This design comes from an exercise in tuning for small area and a short achievable clock period on the open sky130 flow, not from production work.
Only simulation tests tie the RTL to the original design; equivalence was not proved.
Power figures rest on the tool's default switching activity, not on a simulated workload.

==> run.sh <==
#!/bin/bash
# synth_recipe.tcl (not shown) runs the flow's synth.tcl, then flattens the netlist and writes it again
# the make line also repeats each setting of config.mk as NAME=value (left out here)
make -C /OpenROAD-flow-scripts/flow DESIGN_CONFIG=/design/flow/config.mk WORK_HOME=/design/flow/orfs CLKGATE_MAP_FILE= SYNTH_SCRIPT=/design/flow/synth_recipe.tcl finish
==> config.mk <==
export PLATFORM = sky130hd
export DESIGN_NAME = sdp_ram_be
export DESIGN_NICKNAME = sdp_ram_be
export VERILOG_FILES = /design/flow/design.v
export SDC_FILE = /design/flow/constraint.sdc
export NUM_CORES = 4
export LEC_CHECK = 0
export CAP_MARGIN = 20
export CORE_MARGIN = 2
export CORE_UTILIZATION = 40
export SLEW_MARGIN = 20
==> constraint.sdc <==
create_clock -name core_clock -period 4.0 [get_ports {clk}]
set_input_delay 0.8000 -clock core_clock [delete_from_list [all_inputs] [get_ports {clk}]]
set_output_delay 0.8000 -clock core_clock [all_outputs]
set_load 0.01 [all_outputs]
==> design.v <==
`default_nettype none
package sdp_ram_pkg;
    typedef enum logic {
        INIT = 1'b0,
        RUN  = 1'b1
    } ram_state_e;
    localparam int RDW_OLD = 0;
    localparam int RDW_NEW = 1;
    function automatic logic [7:0] byte_merge(input logic [7:0] old_byte,
                                              input logic [7:0] new_byte,
                                              input logic       be);
        byte_merge = be ? new_byte : old_byte;
    endfunction
endpackage
`default_nettype wire
`default_nettype none
module sdp_ram_rd_pipe #(
    parameter int DATA_WIDTH = 32,
    parameter int LATENCY    = 1
) (
    input  wire logic                  clk,
    input  wire logic                  rst,
    input  wire logic                  i_valid,
    input  wire logic [DATA_WIDTH-1:0] i_data,
    output logic                       o_valid,
    output logic [DATA_WIDTH-1:0]      o_data
);
    logic [LATENCY-1:0]    valid_q, valid_d;
    logic [DATA_WIDTH-1:0] data_q [LATENCY];
    logic [DATA_WIDTH-1:0] data_d [LATENCY];
    always_comb begin
        valid_d[0] = i_valid;
        data_d[0]  = i_valid ? i_data : data_q[0];
        for (int s = 1; s < LATENCY; s++) begin
            valid_d[s] = valid_q[s-1];
            data_d[s]  = valid_q[s-1] ? data_q[s-1] : data_q[s];
        end
    end
    always_ff @(posedge clk) begin
        if (rst) begin
            valid_q <= '0;
            for (int s = 0; s < LATENCY; s++) data_q[s] <= '0;
        end else begin
            valid_q <= valid_d;
            for (int s = 0; s < LATENCY; s++) data_q[s] <= data_d[s];
        end
    end
    assign o_valid = valid_q[LATENCY-1];
    assign o_data  = data_q[LATENCY-1];
endmodule
`default_nettype wire
`default_nettype none
module sdp_ram_be #(
    parameter int DATA_WIDTH   = 32,
    parameter int ADDR_WIDTH   = 6,
    parameter int DEPTH        = 2**ADDR_WIDTH,
    parameter int READ_LATENCY = 2,
    parameter int RDW_MODE     = 1
) (
    input  wire logic                    clk,
    input  wire logic                    rst,
    input  wire logic                    wr_en,
    input  wire logic [ADDR_WIDTH-1:0]   wr_addr,
    input  wire logic [DATA_WIDTH-1:0]   wr_data,
    input  wire logic [DATA_WIDTH/8-1:0] wr_be,
    input  wire logic                    rd_en,
    input  wire logic [ADDR_WIDTH-1:0]   rd_addr,
    output logic      [DATA_WIDTH-1:0]   rd_data,
    output logic                         rd_valid,
    output logic                         init_busy
);
    localparam int                  c_num_bytes = DATA_WIDTH / 8;
    localparam logic [ADDR_WIDTH:0] c_depth_ext = (ADDR_WIDTH+1)'(DEPTH);
    localparam logic [ADDR_WIDTH-1:0] c_last_addr = ADDR_WIDTH'(DEPTH - 1);
    if (DATA_WIDTH % 8 != 0) begin : g_chk_dw
        $error("sdp_ram_be: DATA_WIDTH must be a multiple of 8");
    end
    if (DEPTH < 1 || DEPTH > 2**ADDR_WIDTH) begin : g_chk_depth
        $error("sdp_ram_be: DEPTH must lie in 1..2**ADDR_WIDTH");
    end
    if (READ_LATENCY != 1 && READ_LATENCY != 2) begin : g_chk_lat
        $error("sdp_ram_be: READ_LATENCY must be 1 or 2");
    end
    if (RDW_MODE != sdp_ram_pkg::RDW_OLD && RDW_MODE != sdp_ram_pkg::RDW_NEW) begin : g_chk_rdw
        $error("sdp_ram_be: RDW_MODE must be 0 or 1");
    end
    sdp_ram_pkg::ram_state_e            state_q, state_d;
    logic [ADDR_WIDTH-1:0] cnt_q, cnt_d;
    logic                  init_busy_q, init_busy_d;
    logic [DATA_WIDTH-1:0] mem [DEPTH];
    logic                   mem_we;
    logic [ADDR_WIDTH-1:0]  mem_waddr;
    logic [DATA_WIDTH-1:0]  mem_wdata;
    logic [c_num_bytes-1:0] mem_wbe;
    logic                   wr_in_range, rd_in_range, rd_accept, rdw_hit;
    logic [DATA_WIDTH-1:0]  rd_old, rd_word;
    always_comb begin
        state_d = state_q;
        cnt_d   = cnt_q;
        if (state_q == sdp_ram_pkg::INIT) begin
            cnt_d = cnt_q + ADDR_WIDTH'(1);
            if (cnt_q == c_last_addr) begin
                state_d = sdp_ram_pkg::RUN;
                cnt_d   = '0;
            end
        end
        init_busy_d = (state_d == sdp_ram_pkg::INIT);
    end
    always_ff @(posedge clk) begin
        if (rst) begin
            state_q     <= sdp_ram_pkg::INIT;
            cnt_q       <= '0;
            init_busy_q <= 1'b1;
        end else begin
            state_q     <= state_d;
            cnt_q       <= cnt_d;
            init_busy_q <= init_busy_d;
        end
    end
    assign wr_in_range = {1'b0, wr_addr} < c_depth_ext;
    assign rd_in_range = {1'b0, rd_addr} < c_depth_ext;
    always_comb begin
        if (state_q == sdp_ram_pkg::INIT) begin
            mem_we    = !rst;
            mem_waddr = cnt_q;
            mem_wdata = '0;
            mem_wbe   = '1;
        end else begin
            mem_we    = !rst && wr_en && wr_in_range;
            mem_waddr = wr_addr;
            mem_wdata = wr_data;
            mem_wbe   = wr_be;
        end
    end
    always_ff @(posedge clk) begin
        if (mem_we) begin
            for (int i = 0; i < c_num_bytes; i++) begin
                if (mem_wbe[i]) mem[mem_waddr][8*i +: 8] <= mem_wdata[8*i +: 8];
            end
        end
    end
    assign rd_accept = !rst && (state_q == sdp_ram_pkg::RUN) && rd_en;
    assign rd_old    = rd_in_range ? mem[rd_addr] : '0;
    assign rdw_hit   = (RDW_MODE == sdp_ram_pkg::RDW_NEW) && (state_q == sdp_ram_pkg::RUN) && wr_en
                       && wr_in_range && (wr_addr == rd_addr);
    for (genvar b = 0; b < c_num_bytes; b++) begin : g_rdw_merge
        assign rd_word[8*b +: 8] = rdw_hit
            ? sdp_ram_pkg::byte_merge(rd_old[8*b +: 8], wr_data[8*b +: 8], wr_be[b])
            : rd_old[8*b +: 8];
    end
    sdp_ram_rd_pipe #(
        .DATA_WIDTH (DATA_WIDTH),
        .LATENCY    (READ_LATENCY)
    ) u_rd_pipe (
        .clk     (clk),
        .rst     (rst),
        .i_valid (rd_accept),
        .i_data  (rd_word),
        .o_valid (rd_valid),
        .o_data  (rd_data)
    );
    assign init_busy = init_busy_q;
endmodule
`default_nettype wire
==> impl_metrics.py <==
metrics = {
    "cts": {
        "cts_tree": "built",
        "cts_resized": 0,
        "cts_buffers": 203,
        "clkLatencyLatePin_ns": 0.85,
        "ctsHoldBuffers": 0,
        "cts_root_buffer": "clkbuf_16",
        "clk_pin_slew_ns": 0.06,
        "cts_sinks": 2122,
        "max-clock-path-buffers": 3,
        "cts.htree.levels": 4,
        "cts_setup_buffers": 0,
    },
    "synth": {
        "synth_area_um2": 82500,
        "synthArstFlopShare": 0,
        "synth_edf_count": 2048,
        "yosysWarnings": 4,
        "synthCells": 4109,
        "syn_nets": 4162,
        "ys.flop_type": "edfxtp_1",
        "ys_ff_latch": 2122,
        "synthDistinctLibCells": 66,
        "synth.avg_cell_area_um2": 20.1,
        "ys_seq_area_frac": 0.763,
    },
    "timing": {
        "maxSlewHeadroom": 0.384,
        "clock.fmax_mhz": 309,
        "whs_ns": 0.435,
        "fin_skew_ns": 0.0269,
        "min_period_ns": 3.24,
        "finalSetupTns_ns": 0,
        "grt_setup_unrepaired": "false",
        "fin_crit_sh": 0.810,
        "setup_viol": 0,
        "hold_viol": 0,
        "tightest_slew_ns": 0.922,
        "slew_viol_final": 0,
    },
    "floorplan": {
        "dieWidth_um": 458,
        "io_pins": 86,
        "core_um2": 205000,
        "initial_utilization": 0.403,
        "die_y_um": 458,
        "dieArea_um2": 210000,
        "rows": 166,
    },
    "flow_run": {
        "drv_cap": 0,
    },
    "route": {
        "ant_nets": 0,
        "drtPass1Iterations": 8,
        "vias": 44200,
        "via_per_inst": 5.84,
        "drt_wl_total_um": 238000,
        "drc": 0,
        "first_iter_violations": 5221,
        "wl_per_cell_um": 31.4,
    },
    "worst_setup_path": {
        "arrival_ns": 3.72,
        "crit_chain": "buf_4 > a21oi_1 > nor2_1 > buf_4 > nand2_1 > nor2_1",
        "slowest_delay_ns": 0.76,
        "startpoint_type": "register",
        "cp_max_fo": 31,
        "cp.required_ns": 4.48,
        "critPathKind": "register to register",
        "cpMaxStageDelayCell": "nor2_1",
        "cp-end-kind": "register",
    },
    "run_status": {
        "status": "no timing/DRC/antenna violations",
    },
    "grt": {
        "grt-ovfl-total": 0,
        "grt_max_degree": 65,
        "gr-usage-all-layers": 0.225,
        "antenna_found_initial": 7,
        "grt_pass1_vias": 43900,
        "grt_pass1_wl_um": 335000,
    },
    "cells_and_area": {
        "area_delta_synth_final_pct": 17.1,
        "layout-drive-gt1-share": 0.282,
        "layout_common_cells": "edfxtp_1, buf_4, mux4_2, nor2_1, clkbuf_16",
        "fin_util": 0.472,
        "final_common_cell": "edfxtp_1",
        "final_nets": 4746,
        "fin_area_um2": 96600,
        "fin_cells": 7561,
    },
    "place": {
        "routabilityCongestion": 0.867,
        "dpl-instance-area_um2": 89900,
        "io_buffers": 85,
        "dp.cells": 7176,
        "hpwl_um": 158000,
    },
    "power_and_ir_drop": {
        "power.leakage_uw": 0.0330,
        "peakVddDrop_mv": 0.499,
        "p_per_area_nw_per_um2": 472,
    },
    "min_path": {
        "hp-class": "input pin to register",
    },
}
## routing by layer
layer	vias to the layer above	share of wire	GRT usage
li1	18100	-	-
met1	23500	0.39	0.303
met2	2139	0.49	0.363
met3	385	0.079	0.0391
met4	2	0.042	0.0921
met5	-	0.000042	0
## final cells by class
cell class	instances	area, um2
Clock buffer	254	5380
Antenna cell	9	22.5
Tap cell	2688	3360
Clock inverter	122	1320
Timing Repair Buffer	613	5250
Sequential cell	2122	63000
Multi-Input combinational cell	1749	18300
Fill cell	16900	108000
Inverter	4	16.3
## path summary, 6_finish.rpt
| kind | startpoint | to | slack, ns | depth (start not counted) |
|---|---|---|---|---|
| worst max-delay path | state_q | mem[46][20] | 0.76 | 6 |
| worst min-delay path | rst | u_rd_pipe.data_q[1][5] | 0.44 | 2 |
| worst max register to register | state_q | mem[46][20] | 0.76 | 6 |
| worst min register to register | u_rd_pipe.data_q[1][14] | u_rd_pipe.data_q[1][14] | 0.50 | 2 |
## logic make-up after synthesis
| logic type | Yosys count | share of synthesized area |
|---|---|---|
| adder cells (fa/ha/maj) | 1 | 0.000152 |
| buffers and inverters | 238 | 0.0168 |
| XOR/XNOR | 11 | 0.00117 |
| AO/OA/AOI/OAI | 390 | 0.0335 |
| multiplexers | 665 | 0.150 |
| flip-flops | 2122 | 0.763 |
| AND/OR/NAND/NOR | 682 | 0.0357 |
## flip-flops by register name, indices dropped and copies added, names as in the netlist
signal             flops
cnt_q                  6
mem                 2048
state_q                1
init_busy_q            1
u_rd_pipe.data_q      64
u_rd_pipe.valid_q      2
## synth_stat cells, types with 23 or more instances
library cell,instances,area share
edfxtp_1,2048,0.75
mux4_2,452,0.12
nor2_1,366,0.017
mux2i_1,193,0.023
nand2_1,134,0.0061
a22oi_1,111,0.010
clkbuf_1,78,0.0035
dfxtp_1,74,0.018
a21oi_1,57,0.0035
buf_2,54,0.0033
o22ai_1,54,0.0041
buf_4,45,0.0041
and2_1,44,0.0033
o21ai_0,35,0.0021
a221oi_1,34,0.0036
nand3_1,33,0.0020
nor3_1,33,0.0020
buf_1,28,0.0013
buf_6,23,0.0031
## where the power goes
part           total [uW]  switching [uW]  internal (uW)
combinational        2050            1240            813
sequential          24100            18.2          24100
clock               19500            8350          11100
## worst max-delay path, delay by kind of cell (launching register included)
| family | cells | cell delay (ns) |
|---|---|---|
| buf+inv | 2 | 0.71 |
| flops | 1 | 0.38 |
| simple gates | 3 | 1.45 |
| compound gates | 1 | 0.30 |
## per-stage QoR
| step | total power, uW | worst slack (ns) |
|---|---|---|
| 2_1_floorplan | 25700 | 1.23 |
| 3_3_place_gp | 26600 | 0.135 |
| 3_5_place_dp | 26600 | 0.149 |
| 4_1_cts | 45800 | 0.825 |
| 5_1_grt | 46700 | 0.664 |
| 6_report | 45600 | 0.760 |

-- what the ideal ports hide --
In the flow no input, the clock included, has a driving cell. The finished layout below was timed again as built, in two steps.
Step 1 (the two cells are an assumption about what drives the block):
set clk [get_ports {clk}]
set_driving_cell -lib_cell sky130_fd_sc_hd__clkbuf_16 $clk
set_driving_cell -lib_cell sky130_fd_sc_hd__buf_2 [delete_from_list [all_inputs] $clk]
Step 2, shift: input delay + t, output delay - t, t = (earliest + latest rising clock arrival at the registers) / 2. This alone moves slack from input paths to output paths.
a / b / c = ideal / step 1 / step 2; a / b = the first two.
t, ns: 0.919
setup WS [ns]: 0.760 / 0.760 / 0.058
hold WS [ns]: 0.435 / 0.385 / 0.498
worst setup path at the end: input to register
After both steps setup and hold are still met in this run. For this run, drivers alone change the setup slack by 0.000 ns; drivers and shift together by -0.702 ns.
